From an optimization exercise on the open Yosys and OpenROAD flow, aimed at small area, a short achievable clock period and few clock cycles; shortcuts taken in it are not production practice. No run shown here included a check of the RTL's function; only the layout flow was run.

`flow/config.mk`:
```
export PLATFORM = sky130hd
export DESIGN_NAME = multiplicacao_matrizes_seq
export DESIGN_NICKNAME = multiplicacao_matrizes_seq
export VERILOG_FILES = /design/flow/design.v
export SDC_FILE = /design/flow/constraint.sdc
export NUM_CORES = 4
export LEC_CHECK = 0
export CAP_MARGIN = 20
export CORE_MARGIN = 2
export CORE_UTILIZATION = 40
export SLEW_MARGIN = 20
```
`flow/constraint.sdc`:
```
create_clock -name core_clock -period 11.0 [get_ports {clk}]
set_input_delay 2.2000 -clock core_clock [delete_from_list [all_inputs] [get_ports {clk}]]
set_output_delay 2.2000 -clock core_clock [all_outputs]
set_load 0.01 [all_outputs]
```
`flow/design.v`:
```
package multiplicacao_pkg;
  localparam int DATA_W_DEF = 8;
  localparam int MAX_N_DEF  = 5;
  typedef enum logic [1:0] {
    IDLE    = 2'd0,
    COMPUTE = 2'd1,
    DONE    = 2'd2
  } state_t;
  function automatic int data_max(input int w);
    data_max = (1 << (w - 1)) - 1;
  endfunction
  function automatic int data_min(input int w);
    data_min = -(1 << (w - 1));
  endfunction
  localparam int DATA_MAX = data_max(DATA_W_DEF);
  localparam int DATA_MIN = data_min(DATA_W_DEF);
  function automatic int idx(input int i, input int j, input int max_n,
                             input int data_w);
    idx = (i * max_n + j) * data_w;
  endfunction
  function automatic int decode_n(input int size, input int max_n);
    decode_n = (size + 2 > max_n) ? max_n : size + 2;
  endfunction
endpackage
module range_check #(
  parameter int ACC_W  = 18,
  parameter int DATA_W = 8,
  parameter int SPLIT  = 9
) (
  input  logic [ACC_W-1:0] acc,
  input  logic             cy,
  output logic             oor,
  output logic             neg
);
  localparam int HW = ACC_W - SPLIT;
  logic [HW-1:0] hi;
  logic          lo_zero;    
  logic          lo_ones;    
  logic          hi_zero;    
  logic          hi_ones;    
  always_comb begin
    hi      = acc[ACC_W-1:SPLIT];
    lo_zero = (acc[SPLIT-1:DATA_W-1] == '0);
    lo_ones = (acc[SPLIT-1:DATA_W-1] == '1);
    hi_zero = cy ? (hi == '1) : (hi == '0);
    hi_ones = cy ? (hi == {{(HW-1){1'b1}}, 1'b0}) : (hi == '1);
    neg     = acc[ACC_W-1] ^ (cy && (acc[ACC_W-2:SPLIT] == '1));
    oor     = !((hi_zero && lo_zero) || (hi_ones && lo_ones));
  end
endmodule
module saturador #(
  parameter int DATA_W = 8
) (
  input  logic [DATA_W-1:0] lo,
  input  logic              oor,
  input  logic              neg,
  input  logic              sat_en,
  output logic [DATA_W-1:0] y
);
  always_comb begin
    y = lo;
    if (sat_en && oor) begin
      y = neg ? {1'b1, {(DATA_W-1){1'b0}}} : {1'b0, {(DATA_W-1){1'b1}}};
    end
  end
endmodule
module multiplicacao_matrizes_seq #(
  parameter int DATA_W = multiplicacao_pkg::DATA_W_DEF,
  parameter int MAX_N  = multiplicacao_pkg::MAX_N_DEF,
  parameter int SIZE_W = $clog2(MAX_N - 1),
  parameter int ACC_W  = 18
) (
  input  logic                            clk,
  input  logic                            rst_n,
  input  logic                            start,
  input  logic                            sat_en,
  input  logic [SIZE_W-1:0]               matrix_size,
  input  logic [MAX_N*MAX_N*DATA_W-1:0]   A,
  input  logic [MAX_N*MAX_N*DATA_W-1:0]   B,
  output logic                            busy,
  output logic                            done,
  output logic [MAX_N*MAX_N*DATA_W-1:0]   C,
  output logic                            overflow_flag
);
  localparam int CNT_W = 3;
  logic             run_q;      
  logic             done_q;     
  logic [CNT_W-1:0] cnt_q;
  logic [MAX_N-1:0] sat_q;      
  logic [DATA_W-1:0] a_q [MAX_N][MAX_N];
  logic [DATA_W-1:0] b_q [MAX_N][MAX_N];
  logic idle;
  logic accept;
  logic more;
  logic [CNT_W-1:0] n_m1;
  logic [MAX_N-1:0] in_n;       
  assign idle   = !run_q && !done_q;
  assign accept = idle && start;
  assign more   = run_q && (cnt_q != '0);
  assign busy   = run_q;
  assign done   = done_q;
  assign n_m1   = CNT_W'(multiplicacao_pkg::decode_n(int'(matrix_size), MAX_N) - 1);
  always_comb begin
    for (int i = 0; i < MAX_N; i++) in_n[i] = (i <= int'(n_m1));
  end
  always_ff @(posedge clk or negedge rst_n) begin
    if (!rst_n) begin
      run_q  <= 1'b0;
      done_q <= 1'b0;
      cnt_q  <= '0;
      sat_q  <= '0;
    end else begin
      done_q <= 1'b0;
      if (accept) begin
        run_q <= 1'b1;
        cnt_q <= n_m1;
        sat_q <= {MAX_N{sat_en}} & in_n;
      end else if (run_q) begin
        cnt_q <= cnt_q - 1'b1;
        if (cnt_q == '0) begin
          run_q  <= 1'b0;
          done_q <= 1'b1;
        end
      end
    end
  end
  always_ff @(posedge clk) begin
    for (int i = 0; i < MAX_N; i++) begin
      for (int k = 0; k < MAX_N; k++) begin
        if (!run_q) begin
          b_q[k][i] <= B[(k*MAX_N + i)*DATA_W +: DATA_W] & {DATA_W{in_n[i]}};
        end else begin
          b_q[k][i] <= (k < MAX_N-1) ? b_q[(k+1) % MAX_N][i] : '0;
        end
      end
      for (int k = 1; k < MAX_N; k++) begin
        if (!run_q) begin
          a_q[i][k] <= A[(i*MAX_N + k)*DATA_W +: DATA_W] & {DATA_W{in_n[i]}};
        end else begin
          a_q[i][k] <= (k < MAX_N-1) ? a_q[i][(k+1) % MAX_N] : '0;
        end
      end
      a_q[i][0] <= ({DATA_W{accept && in_n[i]}} & A[(i*MAX_N)*DATA_W +: DATA_W]) |
                   ({DATA_W{more}} & a_q[i][1]);
    end
  end
  logic [MAX_N*MAX_N-1:0] ovf_e;
  for (genvar gi = 0; gi < MAX_N; gi++) begin : g_mr
    for (genvar gj = 0; gj < MAX_N; gj++) begin : g_mc
      logic [ACC_W-1:0] acc_q;
      logic             cy_q;
      logic             oor_q;
      logic             neg_q;
      logic [ACC_W-1:0] acc_d;
      logic             cy_d;
      logic             oor_d;
      logic             neg_d;
      mac_unit u_mac (
        .a      (a_q[gi][0]),
        .b      (b_q[0][gj]),
        .acc_in (acc_q),
        .cy_in  (cy_q),
        .sum    (acc_d),
        .cy     (cy_d),
        .oor    (oor_d),
        .neg    (neg_d)
      );
      always_ff @(posedge clk or negedge rst_n) begin
        if (!rst_n) begin
          acc_q <= '0;
          cy_q  <= 1'b0;
          oor_q <= 1'b0;
          neg_q <= 1'b0;
        end else if (accept) begin
          acc_q <= '0;
          cy_q  <= 1'b0;
          oor_q <= 1'b0;
          neg_q <= 1'b0;
        end else begin
          acc_q <= acc_d;
          cy_q  <= cy_d;
          oor_q <= oor_d;
          neg_q <= neg_d;
        end
      end
      saturador #(
        .DATA_W (DATA_W)
      ) u_sat (
        .lo     (acc_q[DATA_W-1:0]),
        .oor    (oor_q),
        .neg    (neg_q),
        .sat_en (sat_q[gi]),
        .y      (C[(gi*MAX_N + gj)*DATA_W +: DATA_W])
      );
      assign ovf_e[gi*MAX_N + gj] = oor_q;
    end
  end
  assign overflow_flag = |ovf_e;
endmodule
module mac_unit (
  input  logic [7:0]  a,
  input  logic [7:0]  b,
  input  logic [17:0] acc_in,
  input  logic        cy_in,
  output logic [17:0] sum,
  output logic        cy,
  output logic        oor,
  output logic        neg
);
  logic pp_0_0;
  logic pp_0_1;
  logic pp_0_2;
  logic pp_0_3;
  logic pp_0_4;
  logic pp_0_5;
  logic pp_0_6;
  logic pp_0_7;
  logic pp_1_0;
  logic pp_1_1;
  logic pp_1_2;
  logic pp_1_3;
  logic pp_1_4;
  logic pp_1_5;
  logic pp_1_6;
  logic pp_1_7;
  logic pp_2_0;
  logic pp_2_1;
  logic pp_2_2;
  logic pp_2_3;
  logic pp_2_4;
  logic pp_2_5;
  logic pp_2_6;
  logic pp_2_7;
  logic pp_3_0;
  logic pp_3_1;
  logic pp_3_2;
  logic pp_3_3;
  logic pp_3_4;
  logic pp_3_5;
  logic pp_3_6;
  logic pp_3_7;
  logic pp_4_0;
  logic pp_4_1;
  logic pp_4_2;
  logic pp_4_3;
  logic pp_4_4;
  logic pp_4_5;
  logic pp_4_6;
  logic pp_4_7;
  logic pp_5_0;
  logic pp_5_1;
  logic pp_5_2;
  logic pp_5_3;
  logic pp_5_4;
  logic pp_5_5;
  logic pp_5_6;
  logic pp_5_7;
  logic pp_6_0;
  logic pp_6_1;
  logic pp_6_2;
  logic pp_6_3;
  logic pp_6_4;
  logic pp_6_5;
  logic pp_6_6;
  logic pp_6_7;
  logic pp_7_0;
  logic pp_7_1;
  logic pp_7_2;
  logic pp_7_3;
  logic pp_7_4;
  logic pp_7_5;
  logic pp_7_6;
  logic pp_7_7;
  logic s0, c0;
  logic s1, c1;
  logic s2, c2;
  logic s3, c3;
  logic s4, c4;
  logic s5, c5;
  logic s6, c6;
  logic s7, c7;
  logic s8, c8;
  logic s9, c9;
  logic s10, c10;
  logic s11, c11;
  logic s12, c12;
  logic s13, c13;
  logic s14, c14;
  logic s15, c15;
  logic s16, c16;
  logic s17, c17;
  logic s18, c18;
  logic s19, c19;
  logic s20, c20;
  logic s21, c21;
  logic s22, c22;
  logic s23, c23;
  logic s24, c24;
  logic s25, c25;
  logic s26, c26;
  logic s27, c27;
  logic s28, c28;
  logic s29, c29;
  logic s30, c30;
  logic s31, c31;
  logic s32, c32;
  logic s33, c33;
  logic s34, c34;
  logic s35, c35;
  logic s36, c36;
  logic s37, c37;
  logic s38, c38;
  logic s39, c39;
  logic s40, c40;
  logic s41, c41;
  logic s42, c42;
  logic s43, c43;
  logic s44, c44;
  logic s45, c45;
  logic s46, c46;
  logic s47, c47;
  logic s48, c48;
  logic s49, c49;
  logic s50, c50;
  logic s51, c51;
  logic s52, c52;
  logic s53, c53;
  logic s54, c54;
  logic s55, c55;
  logic s56, c56;
  logic s57, c57;
  logic s58, c58;
  logic s59, c59;
  logic s60, c60;
  logic s61, c61;
  logic s62, c62;
  logic s63, c63;
  logic s64, c64;
  logic [17:0] r0, r1;
  assign pp_0_0 = a[0] & b[0];
  assign pp_0_1 = a[0] & b[1];
  assign pp_0_2 = a[0] & b[2];
  assign pp_0_3 = a[0] & b[3];
  assign pp_0_4 = a[0] & b[4];
  assign pp_0_5 = a[0] & b[5];
  assign pp_0_6 = a[0] & b[6];
  assign pp_0_7 = ~(a[0] & b[7]);
  assign pp_1_0 = a[1] & b[0];
  assign pp_1_1 = a[1] & b[1];
  assign pp_1_2 = a[1] & b[2];
  assign pp_1_3 = a[1] & b[3];
  assign pp_1_4 = a[1] & b[4];
  assign pp_1_5 = a[1] & b[5];
  assign pp_1_6 = a[1] & b[6];
  assign pp_1_7 = ~(a[1] & b[7]);
  assign pp_2_0 = a[2] & b[0];
  assign pp_2_1 = a[2] & b[1];
  assign pp_2_2 = a[2] & b[2];
  assign pp_2_3 = a[2] & b[3];
  assign pp_2_4 = a[2] & b[4];
  assign pp_2_5 = a[2] & b[5];
  assign pp_2_6 = a[2] & b[6];
  assign pp_2_7 = ~(a[2] & b[7]);
  assign pp_3_0 = a[3] & b[0];
  assign pp_3_1 = a[3] & b[1];
  assign pp_3_2 = a[3] & b[2];
  assign pp_3_3 = a[3] & b[3];
  assign pp_3_4 = a[3] & b[4];
  assign pp_3_5 = a[3] & b[5];
  assign pp_3_6 = a[3] & b[6];
  assign pp_3_7 = ~(a[3] & b[7]);
  assign pp_4_0 = a[4] & b[0];
  assign pp_4_1 = a[4] & b[1];
  assign pp_4_2 = a[4] & b[2];
  assign pp_4_3 = a[4] & b[3];
  assign pp_4_4 = a[4] & b[4];
  assign pp_4_5 = a[4] & b[5];
  assign pp_4_6 = a[4] & b[6];
  assign pp_4_7 = ~(a[4] & b[7]);
  assign pp_5_0 = a[5] & b[0];
  assign pp_5_1 = a[5] & b[1];
  assign pp_5_2 = a[5] & b[2];
  assign pp_5_3 = a[5] & b[3];
  assign pp_5_4 = a[5] & b[4];
  assign pp_5_5 = a[5] & b[5];
  assign pp_5_6 = a[5] & b[6];
  assign pp_5_7 = ~(a[5] & b[7]);
  assign pp_6_0 = a[6] & b[0];
  assign pp_6_1 = a[6] & b[1];
  assign pp_6_2 = a[6] & b[2];
  assign pp_6_3 = a[6] & b[3];
  assign pp_6_4 = a[6] & b[4];
  assign pp_6_5 = a[6] & b[5];
  assign pp_6_6 = a[6] & b[6];
  assign pp_6_7 = ~(a[6] & b[7]);
  assign pp_7_0 = ~(a[7] & b[0]);
  assign pp_7_1 = ~(a[7] & b[1]);
  assign pp_7_2 = ~(a[7] & b[2]);
  assign pp_7_3 = ~(a[7] & b[3]);
  assign pp_7_4 = ~(a[7] & b[4]);
  assign pp_7_5 = ~(a[7] & b[5]);
  assign pp_7_6 = ~(a[7] & b[6]);
  assign pp_7_7 = a[7] & b[7];
  assign s0 = pp_0_5 ^ pp_1_4;
  assign c0 = pp_0_5 & pp_1_4;
  assign s1 = pp_0_6 ^ pp_1_5 ^ pp_2_4;
  assign c1 = (pp_0_6 & pp_1_5) | (pp_0_6 & pp_2_4) | (pp_1_5 & pp_2_4);
  assign s2 = pp_3_3 ^ pp_4_2;
  assign c2 = pp_3_3 & pp_4_2;
  assign s3 = pp_0_7 ^ pp_1_6 ^ pp_2_5;
  assign c3 = (pp_0_7 & pp_1_6) | (pp_0_7 & pp_2_5) | (pp_1_6 & pp_2_5);
  assign s4 = pp_3_4 ^ pp_4_3 ^ pp_5_2;
  assign c4 = (pp_3_4 & pp_4_3) | (pp_3_4 & pp_5_2) | (pp_4_3 & pp_5_2);
  assign s5 = pp_6_1 ^ pp_7_0;
  assign c5 = pp_6_1 & pp_7_0;
  assign s6 = pp_1_7 ^ pp_2_6 ^ pp_3_5;
  assign c6 = (pp_1_7 & pp_2_6) | (pp_1_7 & pp_3_5) | (pp_2_6 & pp_3_5);
  assign s7 = pp_4_4 ^ pp_5_3 ^ pp_6_2;
  assign c7 = (pp_4_4 & pp_5_3) | (pp_4_4 & pp_6_2) | (pp_5_3 & pp_6_2);
  assign s8 = pp_7_1 ^ acc_in[8] ^ 1'b1;
  assign c8 = (pp_7_1 & acc_in[8]) | (pp_7_1 & 1'b1) | (acc_in[8] & 1'b1);
  assign s9 = pp_2_7 ^ pp_3_6 ^ pp_4_5;
  assign c9 = (pp_2_7 & pp_3_6) | (pp_2_7 & pp_4_5) | (pp_3_6 & pp_4_5);
  assign s10 = pp_5_4 ^ pp_6_3 ^ pp_7_2;
  assign c10 = (pp_5_4 & pp_6_3) | (pp_5_4 & pp_7_2) | (pp_6_3 & pp_7_2);
  assign s11 = acc_in[9] ^ cy_in;
  assign c11 = acc_in[9] & cy_in;
  assign s12 = pp_3_7 ^ pp_4_6 ^ pp_5_5;
  assign c12 = (pp_3_7 & pp_4_6) | (pp_3_7 & pp_5_5) | (pp_4_6 & pp_5_5);
  assign s13 = pp_6_4 ^ pp_7_3;
  assign c13 = pp_6_4 & pp_7_3;
  assign s14 = pp_4_7 ^ pp_5_6;
  assign c14 = pp_4_7 & pp_5_6;
  assign s15 = pp_0_3 ^ pp_1_2;
  assign c15 = pp_0_3 & pp_1_2;
  assign s16 = pp_0_4 ^ pp_1_3 ^ pp_2_2;
  assign c16 = (pp_0_4 & pp_1_3) | (pp_0_4 & pp_2_2) | (pp_1_3 & pp_2_2);
  assign s17 = pp_3_1 ^ pp_4_0;
  assign c17 = pp_3_1 & pp_4_0;
  assign s18 = s0 ^ pp_2_3 ^ pp_3_2;
  assign c18 = (s0 & pp_2_3) | (s0 & pp_3_2) | (pp_2_3 & pp_3_2);
  assign s19 = pp_4_1 ^ pp_5_0 ^ acc_in[5];
  assign c19 = (pp_4_1 & pp_5_0) | (pp_4_1 & acc_in[5]) | (pp_5_0 & acc_in[5]);
  assign s20 = c0 ^ s1 ^ s2;
  assign c20 = (c0 & s1) | (c0 & s2) | (s1 & s2);
  assign s21 = pp_5_1 ^ pp_6_0 ^ acc_in[6];
  assign c21 = (pp_5_1 & pp_6_0) | (pp_5_1 & acc_in[6]) | (pp_6_0 & acc_in[6]);
  assign s22 = c1 ^ c2 ^ s3;
  assign c22 = (c1 & c2) | (c1 & s3) | (c2 & s3);
  assign s23 = s4 ^ s5 ^ acc_in[7];
  assign c23 = (s4 & s5) | (s4 & acc_in[7]) | (s5 & acc_in[7]);
  assign s24 = c3 ^ c4 ^ c5;
  assign c24 = (c3 & c4) | (c3 & c5) | (c4 & c5);
  assign s25 = s6 ^ s7 ^ s8;
  assign c25 = (s6 & s7) | (s6 & s8) | (s7 & s8);
  assign s26 = c6 ^ c7 ^ c8;
  assign c26 = (c6 & c7) | (c6 & c8) | (c7 & c8);
  assign s27 = s9 ^ s10 ^ s11;
  assign c27 = (s9 & s10) | (s9 & s11) | (s10 & s11);
  assign s28 = c9 ^ c10 ^ c11;
  assign c28 = (c9 & c10) | (c9 & c11) | (c10 & c11);
  assign s29 = s12 ^ s13 ^ acc_in[10];
  assign c29 = (s12 & s13) | (s12 & acc_in[10]) | (s13 & acc_in[10]);
  assign s30 = c12 ^ c13 ^ s14;
  assign c30 = (c12 & c13) | (c12 & s14) | (c13 & s14);
  assign s31 = pp_6_5 ^ pp_7_4 ^ acc_in[11];
  assign c31 = (pp_6_5 & pp_7_4) | (pp_6_5 & acc_in[11]) | (pp_7_4 & acc_in[11]);
  assign s32 = c14 ^ pp_5_7 ^ pp_6_6;
  assign c32 = (c14 & pp_5_7) | (c14 & pp_6_6) | (pp_5_7 & pp_6_6);
  assign s33 = pp_7_5 ^ acc_in[12];
  assign c33 = pp_7_5 & acc_in[12];
  assign s34 = pp_6_7 ^ pp_7_6;
  assign c34 = pp_6_7 & pp_7_6;
  assign s35 = pp_0_2 ^ pp_1_1;
  assign c35 = pp_0_2 & pp_1_1;
  assign s36 = s15 ^ pp_2_1 ^ pp_3_0;
  assign c36 = (s15 & pp_2_1) | (s15 & pp_3_0) | (pp_2_1 & pp_3_0);
  assign s37 = c15 ^ s16 ^ s17;
  assign c37 = (c15 & s16) | (c15 & s17) | (s16 & s17);
  assign s38 = c16 ^ c17 ^ s18;
  assign c38 = (c16 & c17) | (c16 & s18) | (c17 & s18);
  assign s39 = c18 ^ c19 ^ s20;
  assign c39 = (c18 & c19) | (c18 & s20) | (c19 & s20);
  assign s40 = c20 ^ c21 ^ s22;
  assign c40 = (c20 & c21) | (c20 & s22) | (c21 & s22);
  assign s41 = c22 ^ c23 ^ s24;
  assign c41 = (c22 & c23) | (c22 & s24) | (c23 & s24);
  assign s42 = c24 ^ c25 ^ s26;
  assign c42 = (c24 & c25) | (c24 & s26) | (c25 & s26);
  assign s43 = c26 ^ c27 ^ s28;
  assign c43 = (c26 & c27) | (c26 & s28) | (c27 & s28);
  assign s44 = c28 ^ c29 ^ s30;
  assign c44 = (c28 & c29) | (c28 & s30) | (c29 & s30);
  assign s45 = c30 ^ c31 ^ s32;
  assign c45 = (c30 & c31) | (c30 & s32) | (c31 & s32);
  assign s46 = c32 ^ c33 ^ s34;
  assign c46 = (c32 & c33) | (c32 & s34) | (c33 & s34);
  assign s47 = c34 ^ pp_7_7;
  assign c47 = c34 & pp_7_7;
  assign s48 = pp_0_1 ^ pp_1_0;
  assign c48 = pp_0_1 & pp_1_0;
  assign s49 = s35 ^ pp_2_0 ^ acc_in[2];
  assign c49 = (s35 & pp_2_0) | (s35 & acc_in[2]) | (pp_2_0 & acc_in[2]);
  assign s50 = c35 ^ s36 ^ acc_in[3];
  assign c50 = (c35 & s36) | (c35 & acc_in[3]) | (s36 & acc_in[3]);
  assign s51 = c36 ^ s37 ^ acc_in[4];
  assign c51 = (c36 & s37) | (c36 & acc_in[4]) | (s37 & acc_in[4]);
  assign s52 = c37 ^ s38 ^ s19;
  assign c52 = (c37 & s38) | (c37 & s19) | (s38 & s19);
  assign s53 = c38 ^ s39 ^ s21;
  assign c53 = (c38 & s39) | (c38 & s21) | (s39 & s21);
  assign s54 = c39 ^ s40 ^ s23;
  assign c54 = (c39 & s40) | (c39 & s23) | (s40 & s23);
  assign s55 = c40 ^ s41 ^ s25;
  assign c55 = (c40 & s41) | (c40 & s25) | (s41 & s25);
  assign s56 = c41 ^ s42 ^ s27;
  assign c56 = (c41 & s42) | (c41 & s27) | (s42 & s27);
  assign s57 = c42 ^ s43 ^ s29;
  assign c57 = (c42 & s43) | (c42 & s29) | (s43 & s29);
  assign s58 = c43 ^ s44 ^ s31;
  assign c58 = (c43 & s44) | (c43 & s31) | (s44 & s31);
  assign s59 = c44 ^ s45 ^ s33;
  assign c59 = (c44 & s45) | (c44 & s33) | (s45 & s33);
  assign s60 = c45 ^ s46 ^ acc_in[13];
  assign c60 = (c45 & s46) | (c45 & acc_in[13]) | (s46 & acc_in[13]);
  assign s61 = c46 ^ s47 ^ acc_in[14];
  assign c61 = (c46 & s47) | (c46 & acc_in[14]) | (s47 & acc_in[14]);
  assign s62 = c47 ^ acc_in[15] ^ 1'b1;
  assign c62 = (c47 & acc_in[15]) | (c47 & 1'b1) | (acc_in[15] & 1'b1);
  assign s63 = acc_in[16] ^ 1'b1;
  assign c63 = acc_in[16] & 1'b1;
  assign s64 = acc_in[17] ^ 1'b1;
  assign c64 = acc_in[17] & 1'b1;
  assign r0 = {c63, c62, c61, c60, c59, c58, c57, c56, c55, c54, c53, c52, c51, c50, c49, c48, s48, pp_0_0};
  assign r1 = {s64, s63, s62, s61, s60, s59, s58, s57, s56, s55, s54, s53, s52, s51, s50, s49, acc_in[1], acc_in[0]};
  assign {cy, sum[8:0]} = r0[8:0] + r1[8:0];
  assign sum[17:9] = r0[17:9] + r1[17:9];
  range_check #(.ACC_W(18), .DATA_W(8), .SPLIT(9)) u_rc (
    .acc (sum),
    .cy  (cy),
    .oor (oor),
    .neg (neg)
  );
endmodule
```
`flow/flow/run.sh`:
```
#!/bin/bash
# The standard layout (the standard.sh, unchanged synthesis), with extra
# ORFS settings from flow/knobs.txt (one VAR=value per line): a larger
# setup margin for timing repair and a plain buffer for the port buffers.
# The constraints, clock period and checks are unchanged.
set -euo pipefail
mapfile -t KNOBS < <(grep -v '^#' flow/knobs.txt | sed '/^$/d')
bash standard.sh "${KNOBS[@]}" finish > standard_flow.log 2>&1
```
`flow/flow/knobs.txt`:
```
SETUP_SLACK_MARGIN=6
BUFFER_PORTS_ARGS=-buffer_cell sky130_fd_sc_hd__buf_1
```
`flow/standard.sh`:
```
#!/bin/bash
# synth_recipe.tcl (not shown) runs the flow's synth.tcl, then flattens the netlist and writes it again
# the make line also repeats each setting of config.mk as NAME=value (left out here)
make -C /OpenROAD-flow-scripts/flow DESIGN_CONFIG=/design/flow/config.mk WORK_HOME=/design/flow/orfs CLKGATE_MAP_FILE= SYNTH_SCRIPT=/design/flow/synth_recipe.tcl "${@:-finish}"
```
==> impl_metrics.env, run 1 <==
export IMPL_outcome="timing/DRC/antenna clean"
export IMPL_postRouteAntennaNets=0
export IMPL_clk_latency_ns=0.87
export IMPL_routed_wl_um=365000
export IMPL_fin_skew_ns=0.0951
export IMPL_clk_pin_slew_ns=0.06
export IMPL_finalHoldViolCount=0
export IMPL_coreArea_um2=237000
export IMPL_finalHoldWorstSlack_ns=0.416
export IMPL_fp_dieArea_um2=242000
export IMPL_setup_violations=0
export IMPL_syn_to_final_growth_pct=23.7
export IMPL_synth_area_um2=95200
export IMPL_overflow=0
export IMPL_synth_avg_cell_area_um2=9.03
export IMPL_hp_class="flip-flop to flip-flop"
export IMPL_gp_congestion=0.927
export IMPL_fp_dieH_um=492
export IMPL_grt_max_degree=150
export IMPL_multi_input_area_um2=68400
export IMPL_finalWorstPathRequiredPeriod_ns=5.34
export IMPL_layout_drive_gt1_share_pct=16.1
export IMPL_synth_area_leader_cell="fa_1"
export IMPL_slew_headroom_pct=32.5
export IMPL_finalCritPeriodShare_pct=48.6
export IMPL_port_buffers=608
export IMPL_cap_violations=0
export IMPL_synth_distinct_cells=84
export IMPL_dpl_instance_area_um2=101000
export IMPL_synthArstFlopShare_pct=57.2
export IMPL_synthCells=10500
export IMPL_cts_max_level=3
export IMPL_critPathCaptureType="flip-flop"
export IMPL_synthDominantCellAreaShare_pct=25.8
export IMPL_final_cells=14800
export IMPL_cts_tree="yes"
export IMPL_synth_compound_area_share_pct=9.37
export IMPL_hold_buffers=0
export IMPL_detail_route_iter0_violations=6405
export IMPL_setup_worst_path_start="b_q[1][2]"
export IMPL_ys_warn_count=7
export IMPL_cts_root_buffer="clkbuf_16"
export IMPL_slowest_delay_ns=0.55
export IMPL_start_util_pct=40.1
export IMPL_min_from="b_q[19][2]"
export IMPL_crit_chain="buf_12 > buf_12 > buf_6 > nand2_4 > fa_2 > fa_1 > inv_2 > fa_1 > fa_1 > ha_2 > fa_2 > a21o_1 > a2111o_1 > xor2_2 > nand3_1 > nor4_2 > or4b_4 > xnor2_1 > nor2_1"
export IMPL_muxShareOfSynthArea_pct=0.0789
export IMPL_num_vias=78600
export IMPL_synthesis_nets=13000
export IMPL_antenna_found_initial=60
export IMPL_tightest_slew_ns=1.01
export IMPL_cts_sinks=935
export IMPL_timing_fmax_ghz=0.187
export IMPL_arrival_ns=6.00
export IMPL_routed_via_density=5.32
export IMPL_synth_simple_area_share_pct=18.3
export IMPL_dp_slack_ns=4.98
export IMPL_synth_edf_count=0
export IMPL_critPathMostFrequentCell="fa_1"
export IMPL_rows=179
export IMPL_grt_usage_pct=28.6
export IMPL_grt_pass1_vias=81400
export IMPL_grt_pass1_wl_um=515000
export IMPL_die_x_um=492
export IMPL_synth_xor_area_share_pct=3.41
export IMPL_synth_area_leaders="fa_1 (26%), dfrtp_1 (14%), ha_1 (11%)"
export IMPL_first_pass_iters=6
export IMPL_nets=13900
export IMPL_start_kind="flip-flop"
export IMPL_synth_main_ff_cell="dfrtp_1"
export IMPL_synthAdderAreaFrac_pct=36.7
export IMPL_dp_hpwl_um=210000
export IMPL_drc=0
export IMPL_ys_ff_latch=935
export IMPL_clk_path_buf_depth=3
export IMPL_layout_area_seq_um2=21700
export IMPL_critPathRequiredTime_ns=11.65
export IMPL_slew_viol_final=0
export IMPL_pin_count=609
export IMPL_final_setup_tns_ns=0
export IMPL_slowest_stage="fa_1"
export IMPL_synth_top_family_by_area="adder cells"
export IMPL_synth_seq_area_share_pct=22.5
export IMPL_critical_path_class="flip-flop to flip-flop"
export IMPL_rr_startpoint="b_q[1][2]"
export IMPL_post_drt_wl_per_cell_um=24.7
export IMPL_rsz0062_at_grt="yes"
export IMPL_fillers=21600
export IMPL_postLayoutSetupSlackWorst_ns=5.66
export IMPL_dp_cells=13900
export IMPL_crit_path_max_fanout=3
export IMPL_final_area_um2=118000
export IMPL_numCtsBuffers=119
-- metrics by stage --
step           util [%]
2_1_floorplan         -
3_3_place_gp       42.5
3_5_place_dp       42.5
4_1_cts            47.7
5_1_grt            49.6
6_report           49.6
-- placed cells by master (no fill, tap or decap), drive strengths merged, types with 44 or more instances in the layout --
cell type and instances:
xor2 162, dfxtp 400, dfrtp 535, nor2b 53, and2 1299, inv 1975
a211oi 65, nor2 682, a21o 135, a22o 226, o21ai 243, clkbuf 192
and3 77, fa 1225, nand3 88, diode 44, a21oi 309, ha 830
nand2 863, clkinv 45, buf 1223, o21a 49, nor3 124, xnor2 204
-- routing by layer --
layer	vias up	global-route usage (%)	routed length, µm
met5	-	0	143
met4	22	15.5	25000
met3	900	7.78	38600
met2	3523	46.0	165000
met1	39400	34.9	136000
li1	34700	-	-
-- registers in the layout, indices dropped and copies added, names as in the netlist --
name,count
g_mr.g_mc.acc_q,450
a_q,200
b_q,200
g_mr.g_mc.cy_q,25
g_mr.g_mc.neg_q,25
g_mr.g_mc.oor_q,25
sat_q,5
cnt_q,3
done_q,1
run_q,1
-- synthesized netlist by cell type, types with 6 or more instances --
library cell  instances
o31ai_1              27
a41oi_1              11
inv_1              1969
xor2_1              161
nand3_1              88
a22o_1              226
o21ai_0             235
nor3b_1              11
nand4_1              28
or4_1                20
or3_1                23
and4_1                6
nor4_1               32
o41ai_1              23
o311ai_0              6
a211o_1              21
nand2_1             862
a31oi_1              21
fa_1               1225
nor3_1              124
dfxtp_1             400
xnor2_1             204
clkbuf_1            486
a31o_2                9
o21a_1               49
buf_1                11
o22ai_1               8
o211ai_1             23
a2111oi_0             7
ha_1                830
a21o_1              134
a211oi_1             61
and3_1               77
o21ai_1               6
o21bai_1             38
nand2b_1             31
a2111o_1              8
or2_2                32
a21oi_1             309
and2_1             1299
dfrtp_1             535
nand3b_1              6
nor2b_1              53
o2111ai_1            33
nor2_1              682
-- kinds of logic (layout without fill, tap and decap cells) --
logic type | count (synthesis) | after routing
AO/OA/AOI/OAI | 1300 | 1300
XOR/XNOR | 367 | 367
AND/OR/NAND/NOR | 3408 | 3408
multiplexers | 7 | 7
adder cells (fa/ha/maj) | 2055 | 2055
buffers and inverters | 2466 | 3483
flip-flops | 935 | 935
other | 0 | 44
-- path summary, 6_finish.rpt --
| check | end | slack [ns] | depth (start not counted) |
|---|---|---|---|
| setup / recovery | g_mr[0].g_mc[1].neg_q | 5.66 | 19 |
| hold / removal | b_q[14][2] | 0.42 | 2 |
| setup reg to reg | g_mr[0].g_mc[1].neg_q | 5.66 | 19 |
| hold reg to reg | b_q[14][2] | 0.42 | 2 |
| max in group asynchronous | g_mr[0].g_mc[4].oor_q | 7.21 | 3 |
| min in group asynchronous | g_mr[2].g_mc[1].acc_q[14] | 1.42 | 1 |
-- critical path: cells and delay by family, from the launching register on --
family                     cells  cell delay, ns
DFF                            1            0.37
and+or+nand+nor                5            0.86
AOI/OAI and AO/OA              2            0.68
adders and majority gates      6            2.46
xor gates and xnor gates       2            0.35
buffers and inverters          4            0.39
-- final cells by class --
cell class	instances	share of cell area, %
multi-input combinational	7137	58.1
sequential	935	18.4
timing repair buffer	1293	10.3
inverter	1969	6.28
tap	3167	3.37
clock buffer	159	2.83
clock inverter	62	0.612
antenna	44	0.0935
-- what timing repair did --
action	CTS	global route
setup endpoints to repair	129	81
gates resized for setup	815	585
cloned	88	28
pin swaps	352	434
setup buffers	279	179
==> run 2: changes to the inputs <==
--- a/flow/design.v
+++ b/flow/design.v
@@ -22,44 +22,30 @@
     decode_n = (size + 2 > max_n) ? max_n : size + 2;
   endfunction
 endpackage
-module range_check #(
+module saturador #(
   parameter int ACC_W  = 18,
   parameter int DATA_W = 8,
   parameter int SPLIT  = 9
 ) (
-  input  logic [ACC_W-1:0] acc,
-  input  logic             cy,
-  output logic             oor,
-  output logic             neg
-);
-  localparam int HW = ACC_W - SPLIT;
-  logic [HW-1:0] hi;
-  logic          lo_zero;    
-  logic          lo_ones;    
-  logic          hi_zero;    
-  logic          hi_ones;    
-  always_comb begin
-    hi      = acc[ACC_W-1:SPLIT];
-    lo_zero = (acc[SPLIT-1:DATA_W-1] == '0);
-    lo_ones = (acc[SPLIT-1:DATA_W-1] == '1);
-    hi_zero = cy ? (hi == '1) : (hi == '0);
-    hi_ones = cy ? (hi == {{(HW-1){1'b1}}, 1'b0}) : (hi == '1);
-    neg     = acc[ACC_W-1] ^ (cy && (acc[ACC_W-2:SPLIT] == '1));
-    oor     = !((hi_zero && lo_zero) || (hi_ones && lo_ones));
-  end
-endmodule
-module saturador #(
-  parameter int DATA_W = 8
-) (
-  input  logic [DATA_W-1:0] lo,
-  input  logic              oor,
-  input  logic              neg,
+  input  logic [ACC_W-1:0]  acc,
+  input  logic              cy,
   input  logic              sat_en,
-  output logic [DATA_W-1:0] y
+  output logic [DATA_W-1:0] y,
+  output logic              ovf
 );
+  logic neg;
+  logic hi_zero;    
   always_comb begin
-    y = lo;
-    if (sat_en && oor) begin
+    if (SPLIT < ACC_W) begin
+      hi_zero = cy ? (acc[ACC_W-1:SPLIT] == '1) : (acc[ACC_W-1:SPLIT] == '0);
+      neg     = acc[ACC_W-1] ^ (cy && (acc[ACC_W-2:SPLIT] == '1));
+    end else begin
+      hi_zero = (acc[ACC_W-1:DATA_W] == '0);
+      neg     = acc[ACC_W-1];
+    end
+    ovf = !(hi_zero && (acc[SPLIT-1:DATA_W] == '0));
+    y   = {~acc[DATA_W-1], acc[DATA_W-2:0]};
+    if (sat_en && ovf) begin
       y = neg ? {1'b1, {(DATA_W-1){1'b0}}} : {1'b0, {(DATA_W-1){1'b1}}};
     end
   end
@@ -85,36 +71,41 @@
   localparam int CNT_W = 3;
   logic             run_q;      
   logic             done_q;     
+  logic [MAX_N-1:0] first_q;    
   logic [CNT_W-1:0] cnt_q;
-  logic [MAX_N-1:0] sat_q;      
+  logic             sat_q;
+  logic [MAX_N-1:0] vld_q;      
   logic [DATA_W-1:0] a_q [MAX_N][MAX_N];
   logic [DATA_W-1:0] b_q [MAX_N][MAX_N];
+  logic [ACC_W-1:0]  acc_q [MAX_N][MAX_N];
+  logic [ACC_W-1:0]  acc_d [MAX_N][MAX_N];
+  logic              cy_q  [MAX_N][MAX_N];
+  logic              cy_d  [MAX_N][MAX_N];
   logic idle;
-  logic accept;
-  logic more;
   logic [CNT_W-1:0] n_m1;
-  logic [MAX_N-1:0] in_n;       
-  assign idle   = !run_q && !done_q;
-  assign accept = idle && start;
-  assign more   = run_q && (cnt_q != '0);
-  assign busy   = run_q;
-  assign done   = done_q;
-  assign n_m1   = CNT_W'(multiplicacao_pkg::decode_n(int'(matrix_size), MAX_N) - 1);
-  always_comb begin
-    for (int i = 0; i < MAX_N; i++) in_n[i] = (i <= int'(n_m1));
-  end
+  assign idle = !run_q && !done_q;
+  assign busy = run_q;
+  assign done = done_q;
+  assign n_m1 = CNT_W'(multiplicacao_pkg::decode_n(int'(matrix_size), MAX_N) - 1);
   always_ff @(posedge clk or negedge rst_n) begin
     if (!rst_n) begin
-      run_q  <= 1'b0;
-      done_q <= 1'b0;
-      cnt_q  <= '0;
-      sat_q  <= '0;
+      run_q   <= 1'b0;
+      done_q  <= 1'b0;
+      first_q <= '0;
+      cnt_q   <= '0;
+      sat_q   <= 1'b0;
+      vld_q   <= '0;
     end else begin
-      done_q <= 1'b0;
-      if (accept) begin
-        run_q <= 1'b1;
-        cnt_q <= n_m1;
-        sat_q <= {MAX_N{sat_en}} & in_n;
+      done_q  <= 1'b0;
+      first_q <= '0;
+      if (idle) begin
+        if (start) begin
+          run_q   <= 1'b1;
+          for (int i = 0; i < MAX_N; i++) first_q[i] <= (i <= int'(n_m1));
+          cnt_q   <= n_m1;
+          sat_q   <= sat_en;
+          for (int i = 0; i < MAX_N; i++) vld_q[i] <= (i <= int'(n_m1));
+        end
       end else if (run_q) begin
         cnt_q <= cnt_q - 1'b1;
         if (cnt_q == '0) begin
@@ -124,75 +115,73 @@
       end
     end
   end
+  logic accept;
+  logic more;
+  assign accept = idle && start;
+  assign more   = run_q && (cnt_q != '0);
   always_ff @(posedge clk) begin
     for (int i = 0; i < MAX_N; i++) begin
       for (int k = 0; k < MAX_N; k++) begin
         if (!run_q) begin
-          b_q[k][i] <= B[(k*MAX_N + i)*DATA_W +: DATA_W] & {DATA_W{in_n[i]}};
+          b_q[k][i] <= B[(k*MAX_N + i)*DATA_W +: DATA_W];
         end else begin
           b_q[k][i] <= (k < MAX_N-1) ? b_q[(k+1) % MAX_N][i] : '0;
         end
       end
       for (int k = 1; k < MAX_N; k++) begin
         if (!run_q) begin
-          a_q[i][k] <= A[(i*MAX_N + k)*DATA_W +: DATA_W] & {DATA_W{in_n[i]}};
+          a_q[i][k] <= A[(i*MAX_N + k)*DATA_W +: DATA_W];
         end else begin
           a_q[i][k] <= (k < MAX_N-1) ? a_q[i][(k+1) % MAX_N] : '0;
         end
       end
-      a_q[i][0] <= ({DATA_W{accept && in_n[i]}} & A[(i*MAX_N)*DATA_W +: DATA_W]) |
-                   ({DATA_W{more}} & a_q[i][1]);
     end
   end
-  logic [MAX_N*MAX_N-1:0] ovf_e;
+  always_ff @(posedge clk or negedge rst_n) begin
+    if (!rst_n) begin
+      for (int i = 0; i < MAX_N; i++) a_q[i][0] <= '0;
+    end else begin
+      for (int i = 0; i < MAX_N; i++) begin
+        a_q[i][0] <= ({DATA_W{accept}} & A[(i*MAX_N)*DATA_W +: DATA_W]) |
+                     ({DATA_W{more}} & a_q[i][1]);
+      end
+    end
+  end
   for (genvar gi = 0; gi < MAX_N; gi++) begin : g_mr
     for (genvar gj = 0; gj < MAX_N; gj++) begin : g_mc
-      logic [ACC_W-1:0] acc_q;
-      logic             cy_q;
-      logic             oor_q;
-      logic             neg_q;
-      logic [ACC_W-1:0] acc_d;
-      logic             cy_d;
-      logic             oor_d;
-      logic             neg_d;
       mac_unit u_mac (
         .a      (a_q[gi][0]),
         .b      (b_q[0][gj]),
-        .acc_in (acc_q),
-        .cy_in  (cy_q),
-        .sum    (acc_d),
-        .cy     (cy_d),
-        .oor    (oor_d),
-        .neg    (neg_d)
+        .acc_in (first_q[gi] ? ACC_W'(1 << (DATA_W-1)) : acc_q[gi][gj]),
+        .cy_in  (!first_q[gi] && cy_q[gi][gj]),
+        .sum    (acc_d[gi][gj]),
+        .cy     (cy_d[gi][gj])
       );
-      always_ff @(posedge clk or negedge rst_n) begin
-        if (!rst_n) begin
-          acc_q <= '0;
-          cy_q  <= 1'b0;
-          oor_q <= 1'b0;
-          neg_q <= 1'b0;
-        end else if (accept) begin
-          acc_q <= '0;
-          cy_q  <= 1'b0;
-          oor_q <= 1'b0;
-          neg_q <= 1'b0;
-        end else begin
-          acc_q <= acc_d;
-          cy_q  <= cy_d;
-          oor_q <= oor_d;
-          neg_q <= neg_d;
-        end
+      always_ff @(posedge clk) begin
+        acc_q[gi][gj] <= acc_d[gi][gj];
+        cy_q[gi][gj]  <= cy_d[gi][gj];
       end
+    end
+  end
+  logic [MAX_N*MAX_N-1:0] ovf_e;
+  for (genvar gi = 0; gi < MAX_N; gi++) begin : g_row
+    for (genvar gj = 0; gj < MAX_N; gj++) begin : g_col
+      logic [DATA_W-1:0] y;
+      logic              o;
       saturador #(
-        .DATA_W (DATA_W)
+        .ACC_W  (ACC_W),
+        .DATA_W (DATA_W),
+        .SPLIT  (9)
       ) u_sat (
-        .lo     (acc_q[DATA_W-1:0]),
-        .oor    (oor_q),
-        .neg    (neg_q),
-        .sat_en (sat_q[gi]),
-        .y      (C[(gi*MAX_N + gj)*DATA_W +: DATA_W])
+        .acc    (acc_q[gi][gj]),
+        .cy     (cy_q[gi][gj]),
+        .sat_en (sat_q),
+        .y      (y),
+        .ovf    (o)
       );
-      assign ovf_e[gi*MAX_N + gj] = oor_q;
+      localparam int GM = (gi > gj) ? gi : gj;
+      assign C[(gi*MAX_N + gj)*DATA_W +: DATA_W] = vld_q[GM] ? y : '0;
+      assign ovf_e[gi*MAX_N + gj] = vld_q[GM] && o;
     end
   end
   assign overflow_flag = |ovf_e;
@@ -203,9 +192,7 @@
   input  logic [17:0] acc_in,
   input  logic        cy_in,
   output logic [17:0] sum,
-  output logic        cy,
-  output logic        oor,
-  output logic        neg
+  output logic        cy
 );
   logic pp_0_0;
   logic pp_0_1;
@@ -533,12 +520,101 @@
   assign c64 = acc_in[17] & 1'b1;
   assign r0 = {c63, c62, c61, c60, c59, c58, c57, c56, c55, c54, c53, c52, c51, c50, c49, c48, s48, pp_0_0};
   assign r1 = {s64, s63, s62, s61, s60, s59, s58, s57, s56, s55, s54, s53, s52, s51, s50, s49, acc_in[1], acc_in[0]};
-  assign {cy, sum[8:0]} = r0[8:0] + r1[8:0];
-  assign sum[17:9] = r0[17:9] + r1[17:9];
-  range_check #(.ACC_W(18), .DATA_W(8), .SPLIT(9)) u_rc (
-    .acc (sum),
-    .cy  (cy),
-    .oor (oor),
-    .neg (neg)
-  );
+  logic [8:0] pgl, ggl;
+  assign pgl = r0[8:0] ^ r1[8:0];
+  assign ggl = r0[8:0] & r1[8:0];
+  logic bgl0, bpl0;
+  assign bgl0 = ggl[1] | (pgl[1] & ggl[0]);
+  assign bpl0 = pgl[1] & pgl[0];
+  logic bgl1, bpl1;
+  assign bgl1 = ggl[3] | (pgl[3] & ggl[2]);
+  assign bpl1 = pgl[3] & pgl[2];
+  logic bgl2, bpl2;
+  assign bgl2 = ggl[5] | (pgl[5] & ggl[4]);
+  assign bpl2 = pgl[5] & pgl[4];
+  logic bgl3, bpl3;
+  assign bgl3 = ggl[7] | (pgl[7] & ggl[6]);
+  assign bpl3 = pgl[7] & pgl[6];
+  logic bgl4, bpl4;
+  assign bgl4 = bgl1 | (bpl1 & bgl0);
+  assign bpl4 = bpl1 & bpl0;
+  logic bgl5, bpl5;
+  assign bgl5 = bgl3 | (bpl3 & bgl2);
+  assign bpl5 = bpl3 & bpl2;
+  logic bgl6, bpl6;
+  assign bgl6 = bgl5 | (bpl5 & bgl4);
+  assign bpl6 = bpl5 & bpl4;
+  logic bgl7, bpl7;
+  assign bgl7 = bgl2 | (bpl2 & bgl4);
+  assign bpl7 = bpl2 & bpl4;
+  logic bgl8, bpl8;
+  assign bgl8 = ggl[2] | (pgl[2] & bgl0);
+  assign bpl8 = pgl[2] & bpl0;
+  logic bgl9, bpl9;
+  assign bgl9 = ggl[4] | (pgl[4] & bgl4);
+  assign bpl9 = pgl[4] & bpl4;
+  logic bgl10, bpl10;
+  assign bgl10 = ggl[6] | (pgl[6] & bgl7);
+  assign bpl10 = pgl[6] & bpl7;
+  logic bgl11, bpl11;
+  assign bgl11 = ggl[8] | (pgl[8] & bgl6);
+  assign bpl11 = pgl[8] & bpl6;
+  assign sum[0] = pgl[0];
+  assign sum[1] = pgl[1] ^ ggl[0];
+  assign sum[2] = pgl[2] ^ bgl0;
+  assign sum[3] = pgl[3] ^ bgl8;
+  assign sum[4] = pgl[4] ^ bgl4;
+  assign sum[5] = pgl[5] ^ bgl9;
+  assign sum[6] = pgl[6] ^ bgl7;
+  assign sum[7] = pgl[7] ^ bgl10;
+  assign sum[8] = pgl[8] ^ bgl6;
+  assign cy = bgl11;
+  logic [8:0] pgh, ggh;
+  assign pgh = r0[17:9] ^ r1[17:9];
+  assign ggh = r0[17:9] & r1[17:9];
+  logic bgh0, bph0;
+  assign bgh0 = ggh[1] | (pgh[1] & ggh[0]);
+  assign bph0 = pgh[1] & pgh[0];
+  logic bgh1, bph1;
+  assign bgh1 = ggh[3] | (pgh[3] & ggh[2]);
+  assign bph1 = pgh[3] & pgh[2];
+  logic bgh2, bph2;
+  assign bgh2 = ggh[5] | (pgh[5] & ggh[4]);
+  assign bph2 = pgh[5] & pgh[4];
+  logic bgh3, bph3;
+  assign bgh3 = ggh[7] | (pgh[7] & ggh[6]);
+  assign bph3 = pgh[7] & pgh[6];
+  logic bgh4, bph4;
+  assign bgh4 = bgh1 | (bph1 & bgh0);
+  assign bph4 = bph1 & bph0;
+  logic bgh5, bph5;
+  assign bgh5 = bgh3 | (bph3 & bgh2);
+  assign bph5 = bph3 & bph2;
+  logic bgh6, bph6;
+  assign bgh6 = bgh5 | (bph5 & bgh4);
+  assign bph6 = bph5 & bph4;
+  logic bgh7, bph7;
+  assign bgh7 = bgh2 | (bph2 & bgh4);
+  assign bph7 = bph2 & bph4;
+  logic bgh8, bph8;
+  assign bgh8 = ggh[2] | (pgh[2] & bgh0);
+  assign bph8 = pgh[2] & bph0;
+  logic bgh9, bph9;
+  assign bgh9 = ggh[4] | (pgh[4] & bgh4);
+  assign bph9 = pgh[4] & bph4;
+  logic bgh10, bph10;
+  assign bgh10 = ggh[6] | (pgh[6] & bgh7);
+  assign bph10 = pgh[6] & bph7;
+  logic bgh11, bph11;
+  assign bgh11 = ggh[8] | (pgh[8] & bgh6);
+  assign bph11 = pgh[8] & bph6;
+  assign sum[9] = pgh[0];
+  assign sum[10] = pgh[1] ^ ggh[0];
+  assign sum[11] = pgh[2] ^ bgh0;
+  assign sum[12] = pgh[3] ^ bgh8;
+  assign sum[13] = pgh[4] ^ bgh4;
+  assign sum[14] = pgh[5] ^ bgh9;
+  assign sum[15] = pgh[6] ^ bgh7;
+  assign sum[16] = pgh[7] ^ bgh10;
+  assign sum[17] = pgh[8] ^ bgh6;
 endmodule
==> flow/flow/knobs.txt (replaced) <==
SETUP_SLACK_MARGIN=5.75
BUFFER_PORTS_ARGS=-buffer_cell sky130_fd_sc_hd__buf_1
--- a/flow/config.mk
+++ b/flow/config.mk
@@ -8,4 +8,6 @@
 export CAP_MARGIN = 20
 export CORE_MARGIN = 2
 export CORE_UTILIZATION = 40
+export CTS_CLUSTER_DIAMETER = 100
+export CTS_CLUSTER_SIZE = 20
 export SLEW_MARGIN = 20
==> run 2 against run 1 <==
  * Global-route usage down 5.3 points
  * Count of clock-buffer cells in the layout decreased by 75
  * Sequential share of layout area increased by 0.23 points
  * Utilization down 5.5 points
  * Register-to-register slack improved by 0.30 ns
  * Synthesized cell count down 11%
  * Routed wire length decreased by 29%
  * Clock skew is 0.049 ns lower
  * First-iteration DRC count decreased by 53%
  * Final area down 17%
  * Still clean
  * Maximum frequency shrank 7.3%
==> impl_metrics.env, run 2 <==
export IMPL_synth_seq_area_share_pct=20.4
export IMPL_drc=0
export IMPL_post_drt_wl_per_cell_um=20.4
export IMPL_ys_warn_count=12
export IMPL_top_register="acc_q"
export IMPL_top_regs="acc_q (450), a_q (200), b_q (200)"
export IMPL_synth_area_leaders="fa_1 (32%), dfxtp_1 (19%), ha_1 (10%)"
export IMPL_synth_edf_count=0
export IMPL_hp_class="flip-flop to flip-flop"
export IMPL_synthArstFlopShare_pct=6.29
export IMPL_slowest_stage="or4_4"
export IMPL_cts_tree="yes"
export IMPL_synth_area_um2=88900
export IMPL_crit_path_max_fanout=3
export IMPL_synth_main_ff_cell="dfxtp_1"
export IMPL_dp_hpwl_um=191000
export IMPL_rr_startpoint="first_q[2]"
export IMPL_slowest_delay_ns=0.62
export IMPL_cp_depth=7
export IMPL_rows=173
export IMPL_holdPathEnd="a_q[11][0]"
export IMPL_critical_path_class="flip-flop to output port"
export IMPL_start_kind="flip-flop"
export IMPL_routed_via_density=4.86
export IMPL_grt_max_degree=93
export IMPL_clk_pin_slew_ns=0.08
export IMPL_final_setup_tns_ns=0
export IMPL_grt_usage_pct=23.3
export IMPL_cts_root_buffer="clkbuf_16"
export IMPL_critPathRequiredTime_ns=8.80
export IMPL_outcome="timing/DRC/antenna clean"
export IMPL_arrival_ns=3.57
export IMPL_layout_drive_gt1_share_pct=6.77
export IMPL_hold_buffers=0
export IMPL_ys_ff_latch=891
export IMPL_timing_fmax_ghz=0.173
export IMPL_hold_depth=1
export IMPL_crit_family="compound AO/OA/AOI/OAI gates"
export IMPL_overflow=0
export IMPL_slew_headroom_pct=28.0
export IMPL_crit_chain="nor4_1 > and3_1 > a31oi_4 > or4_4 > o41a_1 > a2111o_1 > buf_2"
export IMPL_detail_route_iter0_violations=3040
export IMPL_finalCritPeriodShare_pct=52.4
export IMPL_numCtsBuffers=66
export IMPL_finalWorstPathRequiredPeriod_ns=5.77
export IMPL_num_vias=62100
export IMPL_first_pass_iters=7
export IMPL_synthCells=9401
export IMPL_fin_skew_ns=0.0458
export IMPL_die_x_um=476
export IMPL_min_from="a_q[12][0]"
export IMPL_synth_distinct_cells=50
export IMPL_cap_violations=0
export IMPL_finalHoldViolCount=0
export IMPL_synth_area_leader_cell="fa_1"
export IMPL_synth_most_common_cell="inv_1"
export IMPL_grt_pass1_vias=67900
export IMPL_worst_r2r_cell_count=19
export IMPL_tightest_slew_ns=1.08
export IMPL_critical_path_buf_inv_count=1
export IMPL_rsz0062_at_grt="yes"
export IMPL_slew_viol_final=0
export IMPL_synth_avg_cell_area_um2=9.46
export IMPL_port_buffers=608
export IMPL_antenna_found_initial=31
export IMPL_clk_latency_ns=0.73
export IMPL_r2r_slack_ns=5.96
export IMPL_final_cell_mix="inv_1 (2,048), fa_1 (1,425), and2_1 (1,002)"
export IMPL_ys_top_cells_by_count="inv_1 (2,051), fa_1 (1,425), and2_1 (1,003)"
export IMPL_fp_dieArea_um2=226000
export IMPL_largest_register_ffs=450
export IMPL_setup_violations=0
export IMPL_cts_max_level=3
export IMPL_fillers=21700
export IMPL_pin_count=609
export IMPL_start_util_pct=40.1
export IMPL_postRouteAntennaNets=0
export IMPL_nets=12300
export IMPL_coreArea_um2=222000
export IMPL_synthesis_nets=12000
export IMPL_gp_congestion=0.922
export IMPL_routed_wl_um=261000
export IMPL_layout_commonest_cell="inv_1"
export IMPL_critPathCaptureType="output port"
export IMPL_cts_sinks=891
export IMPL_synthDominantCellAreaShare_pct=32.1
export IMPL_clk_path_buf_depth=3
export IMPL_multi_input_area_um2=61700
export IMPL_fp_dieH_um=476
export IMPL_r2r_end="acc_q[13][16]"
export IMPL_layout_area_seq_um2=18200
export IMPL_syn_to_final_growth_pct=9.92
export IMPL_grt_pass1_wl_um=401000
==> run 2: worst max-delay path by stage <==
| stage | from | end | slack, ns |
|---|---|---|---|
| 3_3_place_gp | acc_q[8][14] | overflow_flag | 5.50 |
| 4_1_cts | acc_q[3][14] | overflow_flag | 5.04 |
| 6_report | acc_q[3][11] | overflow_flag | 5.23 |
| 2_1_floorplan | first_q[2] | acc_q[12][16] | 6.34 |
| 3_5_place_dp | first_q[3] | acc_q[16][16] | 5.45 |
| 5_1_grt | acc_q[3][11] | overflow_flag | 5.18 |
==> run 2: cell type report <==
cell class,instances,share of cell area (%)
Tap cell,2975,3.81
Multi-Input combinational cell,5989,63.1
Clock inverter,32,0.509
Antenna cell,19,0.0486
Inverter,2052,7.89
Clock buffer,84,1.80
Timing Repair Buffer,752,4.24
Sequential cell,891,18.6
==> run 2: routing by layer <==
layer / part of all wire (%) / global-route usage (%) / wire length [µm]
met5: 0.031 / 0 / 80
met4: 4.0 / 8.23 / 10500
met3: 6.4 / 4.22 / 16700
met2: 49 / 41.0 / 128000
met1: 40 / 28.5 / 105000
==> run 2: repair_timing <==
item,4_1_cts,5_1_grt
cloned,0,5
setup buffers,10,28
endpoints found under the setup margin,154,82
gates resized for setup,90,220
pin swaps,13,8
==> run 2: worst register-to-register path, stage by stage (launching register included) <==
cell and delay, ns:
dfrtp_4 0.58, buf_16 0.20, nand2b_1 0.28, ha_1 0.23, fa_1 0.53, inv_1 0.05
fa_1 0.52, inv_1 0.05, fa_1 0.44, inv_1 0.07, ha_1 0.15, inv_1 0.06
fa_1 0.46, nor2b_1 0.13, o21ai_0 0.11, a21boi_0 0.18, o21ai_0 0.12, nor2b_1 0.17
fa_1 0.44, xnor2_1 0.14
==> run 2: cell families (layout without fill, tap and decap cells) <==
| group | Yosys count | after routing | synth area share [%] |
|---|---|---|---|
| AND/OR/NAND/NOR | 2728 | 2728 | 16.6 |
| other | 0 | 19 | 0 |
| adder cells (fa/ha/maj) | 2155 | 2155 | 42.4 |
| buffers and inverters | 2521 | 2920 | 10.6 |
| XOR/XNOR | 226 | 226 | 2.23 |
| AO/OA/AOI/OAI | 598 | 598 | 4.25 |
| multiplexers | 282 | 282 | 3.57 |
| flip-flops | 891 | 891 | 20.4 |
==> run 2: stage by stage <==
step	cells	util, %	setup slack, ns	hold slack, ns	cell area, µm²
6_report	12800	44.1	5.23	0.448	97700
5_1_grt	12800	44.1	5.18	0.464	97700
4_1_cts	12700	43.6	5.04	0.450	96600
3_5_place_dp	12600	42.4	5.45	0.436	94000
3_3_place_gp	12600	42.4	5.50	0.436	94000
2_1_floorplan	9401	-	6.34	0.427	88900

-- static timing again, ports no longer ideal --
No port has a modelled driver above. Below, the same layouts with a new extraction and two added sets of constraints. Step 1, drivers: a clkbuf_16 drives clk and a buf_2 each remaining input, both assumed. Step 2, shift: input delay + t, output delay - t, t = (earliest + latest rising clock arrival at the registers) / 2. This alone moves slack from input paths to output paths. a / b / c = no drivers / after step 1 / after step 2; a / b = the first two.
| run | shift t [ns] | slack for setup (ns) | worst hold slack (ns) | worst setup path after step 2 | worst register clock-pin slew, ns |
|---|---|---|---|---|---|
| run 1 | 0.923 | 5.656 / 5.565 / 5.570 | 0.416 / 0.416 / 0.416 | input to register | 0.07 / 0.07 |
| run 2 | 0.804 | 5.235 / 5.137 / 5.942 | 0.448 / 0.448 / 0.448 | register to output | 0.10 / 0.10 |
After both steps every run listed still meets setup and hold. For run 1, which loses most, drivers alone change the setup slack by -0.091 ns; drivers and shift together by -0.086 ns.
